What follows belongs to an exercise in optimizing a design on an open flow for small area, a short achievable clock period and few clock cycles; a production flow would make more cautious choices. Only simulation tests tie the RTL to the original design; equivalence was not proved. Power is estimated from default activity; no workload was simulated.

--- config.mk ---
export PLATFORM = sky130hd
export DESIGN_NAME = hrrn_ready_queue_core
export DESIGN_NICKNAME = hrrn_ready_queue_core
export VERILOG_FILES = /design/flow/design.v
export SDC_FILE = /design/flow/constraint.sdc
export NUM_CORES = 4
export LEC_CHECK = 0
export CAP_MARGIN = 20
export CORE_MARGIN = 2
export CORE_UTILIZATION = 40
export SLEW_MARGIN = 20
--- constraint.sdc ---
create_clock -name core_clock -period 5.0 [get_ports {i_clk}]
set_input_delay 1.0000 -clock core_clock [delete_from_list [all_inputs] [get_ports {i_clk}]]
set_output_delay 1.0000 -clock core_clock [all_outputs]
set_load 0.01 [all_outputs]
--- design.v ---
`timescale 1ns / 1ps
package hrq_pkg;
    localparam int DEPTH = 16;
    localparam int IDX_W = 4;
    localparam int CNT_W = 5;
    localparam int OP_W     = 2;
    localparam int ID_W     = 8;
    localparam int TIME_W   = 16;
    localparam int PRIO_W   = 21;
    localparam int STATUS_W = 2;
    localparam int IN_DATA_W  = 64;
    localparam int OUT_DATA_W = 16;
    localparam int EST_LSB    = ID_W;
    localparam int WAIT_LSB   = EST_LSB + TIME_W;
    localparam int PRIO_LSB   = WAIT_LSB + TIME_W;
    localparam logic [OP_W-1:0] OP_ENQUEUE = 2'd0;
    localparam logic [OP_W-1:0] OP_DEQUEUE = 2'd1;
    localparam logic [OP_W-1:0] OP_TICK    = 2'd2;
    localparam logic [OP_W-1:0] OP_PICK    = 2'd3;
    localparam logic [STATUS_W-1:0] ST_OK        = 2'd0;
    localparam logic [STATUS_W-1:0] ST_FULL      = 2'd1;
    localparam logic [STATUS_W-1:0] ST_NOT_FOUND = 2'd2;
endpackage
`timescale 1ns / 1ps
`timescale 1ns / 1ps
module hrq_div #(
    parameter int K = 3
) (
    input  logic        i_clk,
    input  logic        i_rst_n,
    input  logic        i_load,    
    input  logic [15:0] i_wait,    
    input  logic [15:0] i_est,
    input  logic        i_hold,    
    output logic        o_busy,
    output logic        o_fin,     
    output logic [20:0] o_prio
);
    localparam int C = (21 + K - 1) / K;
    logic        r_busy;
    logic [2:0]  r_cnt;
    logic        r_zero;
    logic [19:0] r_d;
    logic [19:0] r_rem;
    logic [20:0] r_nq;
    logic [19:0] rem [0:K];
    logic [20:0] nq  [0:K];
    logic [21:0] trial;
    always_comb begin
        rem[0] = r_rem;
        nq[0]  = r_nq;
        for (int i = 0; i < K; i++) begin
            trial = {1'b0, rem[i], nq[i][20]} - {2'b00, r_d};
            if (!trial[21]) begin
                rem[i+1] = trial[19:0];
                nq[i+1]  = {nq[i][19:0], 1'b1};
            end else begin
                rem[i+1] = {rem[i][18:0], nq[i][20]};
                nq[i+1]  = {nq[i][19:0], 1'b0};
            end
        end
    end
    assign o_busy = r_busy;
    assign o_fin  = r_busy && (r_cnt == 3'd1);
    assign o_prio = r_zero ? 21'h1FFFFF : {nq[K][20:8] + 13'd1, nq[K][7:0]};
    always_ff @(posedge i_clk) begin
        if (!i_rst_n) begin
            r_busy <= 1'b0;
        end else if (i_load) begin
            r_busy <= 1'b1;
        end else if (o_fin && !i_hold) begin
            r_busy <= 1'b0;
        end
        if (i_load) begin
            r_cnt  <= (i_est == 16'd0) ? 3'd1 : 3'(C);
            r_zero <= (i_est == 16'd0);
            r_d    <= {1'b0, i_est, 3'b000} + {3'b000, i_est, 1'b0};
            r_rem  <= {17'd0, i_wait[15:13]};
            r_nq   <= {i_wait[12:0], 8'd0};
        end else if (r_busy && !(o_fin && i_hold)) begin
            r_cnt <= r_cnt - 3'd1;
            r_rem <= rem[K];
            r_nq  <= nq[K];
        end
    end
endmodule
`timescale 1ns / 1ps
module hrrn_ready_queue_core (
    input  logic                             i_clk,
    input  logic                             i_rst_n,
    input  logic                             i_s_axis_tvalid,
    output logic                             o_s_axis_tready,
    input  logic [hrq_pkg::IN_DATA_W-1:0]    i_s_axis_tdata,
    input  logic [hrq_pkg::OP_W-1:0]         i_s_axis_tuser,
    output logic                             o_m_axis_tvalid,
    input  logic                             i_m_axis_tready,
    output logic [hrq_pkg::OUT_DATA_W-1:0]   o_m_axis_tdata
);
    localparam int N = hrq_pkg::DEPTH;
    logic        x_v;
    logic [1:0]  x_op;
    logic [60:0] x_d;
    logic [7:0]  x_id;
    logic [15:0] x_est;
    logic [15:0] x_wait;
    logic [20:0] x_prio;
    assign x_id   = x_d[7:0];
    assign x_est  = x_d[23:8];
    assign x_wait = x_d[39:24];
    assign x_prio = x_d[60:40];
    logic [N-1:0]        t_val;
    logic [N-1:0][7:0]   t_job;
    logic [N-1:0][15:0]  t_est;
    logic [N-1:0][15:0]  t_wait;
    logic [N-1:0][20:0]  t_prio;
    logic [N-1:0][3:0]   t_rank;
    logic [4:0]          cnt;
    logic        r_v;
    logic [1:0]  r_st;
    logic        o_v;
    logic [15:0] o_d;
    logic          tk_prep;
    logic [N-1:0]  tk_slot;
    logic          dv_busy, dv_fin;
    logic [20:0]   dv_prio;
    logic [15:0]   rd_wait, rd_est, wp;
    logic out_free, res_free, x_adv;
    logic is_enq, is_deq, is_tick;
    logic full;
    assign is_enq  = (x_op == hrq_pkg::OP_ENQUEUE);
    assign is_deq  = (x_op == hrq_pkg::OP_DEQUEUE);
    assign is_tick = (x_op == hrq_pkg::OP_TICK);
    assign full    = cnt[4];
    logic [N-1:0] m, lt, sel, h, f;
    logic [N-1:0][4:0] v;
    logic anym;
    logic [4:0] minv;
    logic [3:0] pos;
    always_comb begin
        for (int s = 0; s < N; s++) begin
            m[s]   = t_val[s] && (t_job[s] == x_id);
            lt[s]  = t_val[s] && (x_prio > t_prio[s]);
            sel[s] = is_enq ? lt[s] : m[s];
            v[s]   = sel[s] ? {1'b0, t_rank[s]} : 5'd16;
        end
    end
    assign anym = |m;
    logic [7:0][4:0] mn1;
    logic [3:0][4:0] mn2;
    logic [1:0][4:0] mn3;
    always_comb begin
        for (int i = 0; i < 8; i++) mn1[i] = (v[2*i] < v[2*i+1]) ? v[2*i] : v[2*i+1];
        for (int i = 0; i < 4; i++) mn2[i] = (mn1[2*i] < mn1[2*i+1]) ? mn1[2*i] : mn1[2*i+1];
        for (int i = 0; i < 2; i++) mn3[i] = (mn2[2*i] < mn2[2*i+1]) ? mn2[2*i] : mn2[2*i+1];
        minv = (mn3[0] < mn3[1]) ? mn3[0] : mn3[1];
    end
    assign pos = minv[4] ? cnt[3:0] : minv[3:0];
    always_comb begin
        for (int s = 0; s < N; s++) begin
            h[s] = m[s] && (t_rank[s] == minv[3:0]);
            f[s] = !t_val[s];
            for (int j = 0; j < s; j++) if (!t_val[j]) f[s] = 1'b0;
        end
    end
    assign out_free = !o_v || i_m_axis_tready;
    assign res_free = !r_v || out_free;
    assign x_adv = x_v && res_free &&
                   (!is_tick || (!tk_prep && !dv_busy && !anym) || dv_fin);
    assign o_s_axis_tready = !x_v || x_adv;
    assign o_m_axis_tvalid = o_v;
    assign o_m_axis_tdata  = o_d;
    logic enq_do, deq_do, tk_look;
    assign enq_do  = x_adv && is_enq && !full;
    assign deq_do  = x_adv && is_deq && anym;
    assign tk_look = x_v && is_tick && !tk_prep && !dv_busy && anym;
    always_comb begin
        rd_wait = '0;
        rd_est  = '0;
        for (int s = 0; s < N; s++) begin
            rd_wait = rd_wait | (tk_slot[s] ? t_wait[s] : 16'd0);
            rd_est  = rd_est  | (tk_slot[s] ? t_est[s]  : 16'd0);
        end
    end
    assign wp = (rd_wait == 16'hFFFF) ? rd_wait : rd_wait + 16'd1;
    hrq_div #(.K(3)) u_div (
        .i_clk   (i_clk),
        .i_rst_n (i_rst_n),
        .i_load  (tk_prep),
        .i_wait  (wp),
        .i_est   (rd_est),
        .i_hold  (!res_free),
        .o_busy  (dv_busy),
        .o_fin   (dv_fin),
        .o_prio  (dv_prio)
    );
    logic tk_fin_do;
    assign tk_fin_do = x_adv && is_tick && dv_fin;
    logic [N-1:0][25:0] key;
    logic [7:0][25:0]   k1;
    logic [7:0][7:0]    j1;
    logic [3:0][25:0]   k2;
    logic [3:0][7:0]    j2;
    logic [1:0][25:0]   k3;
    logic [1:0][7:0]    j3;
    logic [7:0]         pick_id;
    always_comb begin
        for (int s = 0; s < N; s++)
            key[s] = t_val[s] ? {1'b1, t_prio[s], ~t_rank[s]} : 26'd0;
        for (int i = 0; i < 8; i++) begin
            k1[i] = (key[2*i] > key[2*i+1]) ? key[2*i]   : key[2*i+1];
            j1[i] = (key[2*i] > key[2*i+1]) ? t_job[2*i] : t_job[2*i+1];
        end
        for (int i = 0; i < 4; i++) begin
            k2[i] = (k1[2*i] > k1[2*i+1]) ? k1[2*i] : k1[2*i+1];
            j2[i] = (k1[2*i] > k1[2*i+1]) ? j1[2*i] : j1[2*i+1];
        end
        for (int i = 0; i < 2; i++) begin
            k3[i] = (k2[2*i] > k2[2*i+1]) ? k2[2*i] : k2[2*i+1];
            j3[i] = (k2[2*i] > k2[2*i+1]) ? j2[2*i] : j2[2*i+1];
        end
        pick_id = (k3[0] > k3[1]) ? j3[0] : j3[1];
    end
    always_ff @(posedge i_clk) begin
        if (!i_rst_n) begin
            x_v     <= 1'b0;
            r_v     <= 1'b0;
            o_v     <= 1'b0;
            t_val   <= '0;
            cnt     <= '0;
            tk_prep <= 1'b0;
        end else begin
            if (o_s_axis_tready) x_v <= i_s_axis_tvalid;
            if (res_free) r_v <= x_adv;
            if (out_free) o_v <= r_v;
            tk_prep <= tk_look;
            if (enq_do) begin
                cnt   <= cnt + 5'd1;
                t_val <= t_val | f;
            end else if (deq_do) begin
                cnt   <= cnt - 5'd1;
                t_val <= t_val & ~h;
            end
        end
        if (o_s_axis_tready) begin
            x_op <= i_s_axis_tuser;
            x_d  <= i_s_axis_tdata[60:0];
        end
        if (x_adv && res_free) begin
            if (is_enq)
                r_st <= full ? hrq_pkg::ST_FULL : hrq_pkg::ST_OK;
            else if (is_deq || is_tick)
                r_st <= anym || dv_fin ? hrq_pkg::ST_OK : hrq_pkg::ST_NOT_FOUND;
            else
                r_st <= hrq_pkg::ST_OK;
        end
        if (r_v && out_free)
            o_d <= {r_st, cnt, (cnt != 5'd0), (cnt != 5'd0) ? pick_id : 8'd0};
        if (tk_look) tk_slot <= h;
        for (int s = 0; s < N; s++) begin
            if (enq_do && f[s]) begin
                t_job[s]  <= x_id;
                t_est[s]  <= x_est;
                t_wait[s] <= x_wait;
                t_prio[s] <= x_prio;
                t_rank[s] <= pos;
            end else begin
                if (tk_prep && tk_slot[s]) t_wait[s] <= wp;
                if (tk_fin_do && tk_slot[s]) t_prio[s] <= dv_prio;
                if (enq_do && t_val[s] && (t_rank[s] >= pos))
                    t_rank[s] <= t_rank[s] + 4'd1;
                if (deq_do && t_val[s] && (t_rank[s] > minv[3:0]))
                    t_rank[s] <= t_rank[s] - 4'd1;
            end
        end
    end
endmodule
--- run.sh ---
#!/bin/bash
# synth_recipe.tcl (not shown) runs the flow's synth.tcl, then flattens the netlist and writes it again
# the make line also repeats each setting of config.mk as NAME=value (left out here)
make -C /OpenROAD-flow-scripts/flow DESIGN_CONFIG=/design/flow/config.mk WORK_HOME=/design/flow/orfs CLKGATE_MAP_FILE= SYNTH_SCRIPT=/design/flow/synth_recipe.tcl finish
==> key figures <==
Timing
  • Max transition margin: 20.92%
  • RSZ-0062 raised after global routing: true
  • Final hold violation count: 0
  • Clk_skew: 0.05751 ns
  • Setup_tns: -1597.97 ns
  • Slew Viols, Final: 0
  • Setup violations, final: 1423
  • Least-Margin Pin Slew: 1.186 ns
  • Fmax: 85.51 MHz
  • Tcrit/Tclk final: 233.9%
  • Worst setup slack after layout: -6.695 ns
  • Final min period: 11.69 ns

Pwr
  • Pleak: 50.81 nW
  • Comb pwr share: 8.9%
  • VDD IR max: 0.3349 mV
  • Sw Ratio: 25.22%
  • Power Dens Cells: 215.7 nW/µm²
  • Sequential share of power: 45.4%
  • Clock power share: 45.7%
  • P_sw: 6.344 mW
  • Power Internal: 18.81 mW

Run status
  • Status: failed layout checks
  • SO Faults: negative setup slack

CTS
  • H-tree levels: 4
  • Num CTS Buffers: 150
  • Hold buffer count at CTS: 0
  • Bufs on Longest Clock Path: 3
  • CTS tree: done
  • Clock slew at reported path FFs: 0.06 ns
  • Clock Latency Late Sink: 0.86 ns
  • CTS Sinks: 1227
  • CTS root buf: clkbuf_16

Setup path
  • Crit-path max FO: 8
  • Crit path launch type: register
  • R2r setup slk: -6.69 ns
  • R2r endpoint: o_d[0]
  • Crit path largest cell delay: 0.40 ns
  • CP required: 5.58 ns
  • Critical Path Start: t_rank[17]
  • R2R cell count: 72
  • Crit path kind: reg2reg
  • Most frequent CP cell: o21a_1
  • Critical path data arrival time: 12.28 ns
  • Crit path to: o_d[0]
  • Reg2Reg Launch Point: t_rank[17]
  • Crit path max-delay cell type: edfxtp_1
  • Element type at the critical path end: register

Synthesis
  • Cell taking the most area after synthesis: edfxtp_1
  • Syn nets: 9962
  • Ranking of synthesized cells by area: edfxtp_1 41%, ha_1 15%, mux2i_1 4.7%, a21oi_1 4.4%, nand2_1 4.2%
  • Post-synthesis register bit count: 1227
  • Yosys cell types: 90
  • Syn avg cell area: 9.698 µm²
  • Synth Instances: 8847
  • Top cells by count, synth: 1176 x edfxtp_1, 1024 x ha_1, 967 x nand2_1, 800 x inv_1, 748 x a21oi_1
  • Synthesis Warnings: 4
  • Most frequent cell after synthesis: edfxtp_1
  • Ys flop type: edfxtp_1
  • Sequential element share of the synthesized area: 42.35%
  • Netlist Area Pre-Place: 85800 µm²
  • Asr flop ratio synth: 0%
  • Number of synthesized flops with an enable pin: 1176
  • Synth top area share: 41.16%

Route
  • Routed Antenna Nets: 0
  • DRC Markers: 0
  • 1st-pass router iterations: 8
  • Vias per inst: 5.535
  • Initial drt markers: 7359
  • Total Wirelength: 331500 µm
  • Routed vias: 77.17k
  • Detailed-route wire length per cell: 23.78 µm

GRT
  • Initial antenna violation count: 9
  • Grt ovf: 0
  • Vias in the first global route: 75.91k
  • Total GRT Usage: 29.70%
  • Largest net degree at the start of global routing: 60
  • First-pass GRT wire length: 485200 µm

Placement
  • Port Buffers: 84
  • DP Area: 108500 µm²
  • Final GP Congestion: 0.9614
  • Post-DP HPWL: 252600 µm

Layout
  • Layout cell share with drive strength beyond 1: 29.04%
  • Fin area: 116600 µm²
  • Fill cells: 18.83k
  • Area delta synth->final: 35.94%
  • NumNets Final: 12.09k

Floorplan
  • Core region area: 214000 µm²
  • Die Width: 467.1 µm
  • Initial core utilization: 40.10%
  • Cell Rows: 170
  • Die height: 467.1 µm
  • Full die area: 218200 µm²
  • Ports: 88

Run
  • Max Cap Viol: 0

Min path
  • Worst min path class: reg2reg
[how the worst min path moves through the flow]
stage                    from              to  slack, ns  cells past startpoint
2_1_floorplan         r_st[0]         o_d[14]       0.40                      0
5_1_grt               r_st[0]         o_d[14]       0.48                      0
6_report        u_div.r_nq[0]   u_div.r_nq[3]       0.48                      2
3_5_place_dp   u_div.r_rem[5]  u_div.r_rem[5]       0.47                      2
3_3_place_gp    u_div.r_nq[1]   u_div.r_nq[4]       0.47                      2
4_1_cts         u_div.r_nq[0]   u_div.r_nq[3]       0.48                      2
[power by group through the flow]
stage / combinational (mW) / clock [mW] / sequential [mW]
2_1_floorplan: 1.11 / 0 / 11.6
4_1_cts: 2.16 / 11.6 / 11.4
6_report: 2.24 / 11.5 / 11.4
3_5_place_dp: 2.06 / 0 / 11.6
3_3_place_gp: 2.02 / 0 / 11.6
5_1_grt: 2.39 / 12.0 / 11.4
[registers in the layout (all words and copies together), names as in the netlist, 19 cells and up]
register	cells
u_div.r_nq	21
t_est	256
x_d	61
t_job	128
t_rank	64
t_prio	336
u_div.r_rem	20
u_div.r_d	19
t_wait	256
[what timing repair did]
item	CTS	global route
gates cloned	0	1
pin swaps	103	89
setup buffers	64	64
setup endpoints to repair	1449	1820
gates resized for setup	216	208
[area by class of cell]
class / count / area [µm²] / share of cell area [%]
multi-input combinational: 6325 / 47660 / 40.86
sequential: 1227 / 36350 / 31.16
timing repair buffer: 2461 / 20890 / 17.91
clock buffer: 183 / 3949 / 3.386
tap: 2838 / 3551 / 3.045
inverter: 811 / 3050 / 2.615
clock inverter: 93 / 1181 / 1.013
antenna: 4 / 10.01 / 0.008582
[cells in the final DEF, fill, tap and decap left out, drive strengths merged, types with 19 or more instances in the layout]
master | Yosys | final
a211oi | 19 | 19
a21boi | 30 | 30
a21o | 227 | 227
a21oi | 749 | 749
a221oi | 59 | 59
a22o | 61 | 61
a22oi | 163 | 163
and2 | 49 | 49
and3 | 46 | 46
buf | 128 | 2376
clkbuf | 356 | 184
clkdlybuf4s50 | 0 | 84
clkinv | 4 | 65
dfxtp | 51 | 51
edfxtp | 1176 | 1176
fa | 21 | 21
ha | 1024 | 1024
inv | 807 | 814
mux2 | 73 | 73
mux2i | 404 | 404
nand2 | 967 | 967
nand2b | 101 | 101
nand3 | 127 | 127
nand4 | 214 | 214
nor2 | 675 | 675
nor2b | 108 | 108
nor3 | 54 | 54
nor4 | 34 | 34
o21a | 152 | 152
o21ai | 456 | 456
o31ai | 25 | 25
xnor2 | 175 | 175
xor2 | 73 | 73
[kinds of logic after synthesis]
kind of cell    after synthesis  synth area share, %
mux                         477                5.676
xor+xnor                    248                2.532
compound gates             2112                15.36
fa+ha+maj                  1046                15.44
buf+inv                    1295                5.782
simple gates               2442                12.86
flops                      1227                42.35
[metrics by stage]
step | setup slack [ns] | utilization [%] | std cells | hold WS [ns] | power, mW
5_1_grt | -7.448 | 54.50 | 13940 | 0.4817 | 25.81
6_report | -6.695 | 54.51 | 13942 | 0.4839 | 25.15
4_1_cts | -6.715 | 53.79 | 13875 | 0.4850 | 25.20
3_3_place_gp | -7.111 | 50.71 | 13535 | 0.4654 | 13.65
2_1_floorplan | -6.307 | - | 8847 | 0.4003 | 12.69
3_5_place_dp | -7.229 | 50.71 | 13535 | 0.4735 | 13.69
[worst max-delay path: cells and delay by family, from the launching register on]
kind	cells	cell delay, ns
AOI/OAI and AO/OA	49	7.39
adders and majority gates	4	1.06
buffers and inverters	5	0.68
DFF	1	0.40
muxes	3	0.59
and+or+nand+nor	11	1.27
[per-layer routing]
layer / track usage [%] / routed length [µm] / vias to the layer above
li1: - / - / 36191
met1: 39.74 / 139400 / 37340
met2: 47.38 / 149700 / 3002
met3: 4.180 / 24300 / 637
met4: 13.97 / 18180 / 0
met5: 0 / 0 / -
Testbench counts, summed over its fixed seeds: cycles 8,216.

[what the ideal ports hide]
The results above use ideal ports. As a check the final layout listed here was re-extracted and re-timed, cells and wires unchanged. Step 1, drivers: a clkbuf_16 drives i_clk and a buf_2 each remaining input, both assumed. Step 2 moves the port delays by t, midway between the first and last clock arrival at a register: inputs arrive t later, outputs are due t later. That takes back most of the time a late clock gives input paths. Three values: no drivers, after step 1, after step 2; two values: the first two.
shift t [ns]: 0.921
slack for setup (ns): -6.695 / -6.695 / -6.695
hold WS [ns]: 0.484 / 0.484 / 0.484
slew at the worst register clock pin (ns): 0.07 / 0.07
pins driven straight from the clock port: 1
For this run, drivers alone change the setup slack by 0.000 ns; drivers and shift together by 0.000 ns.
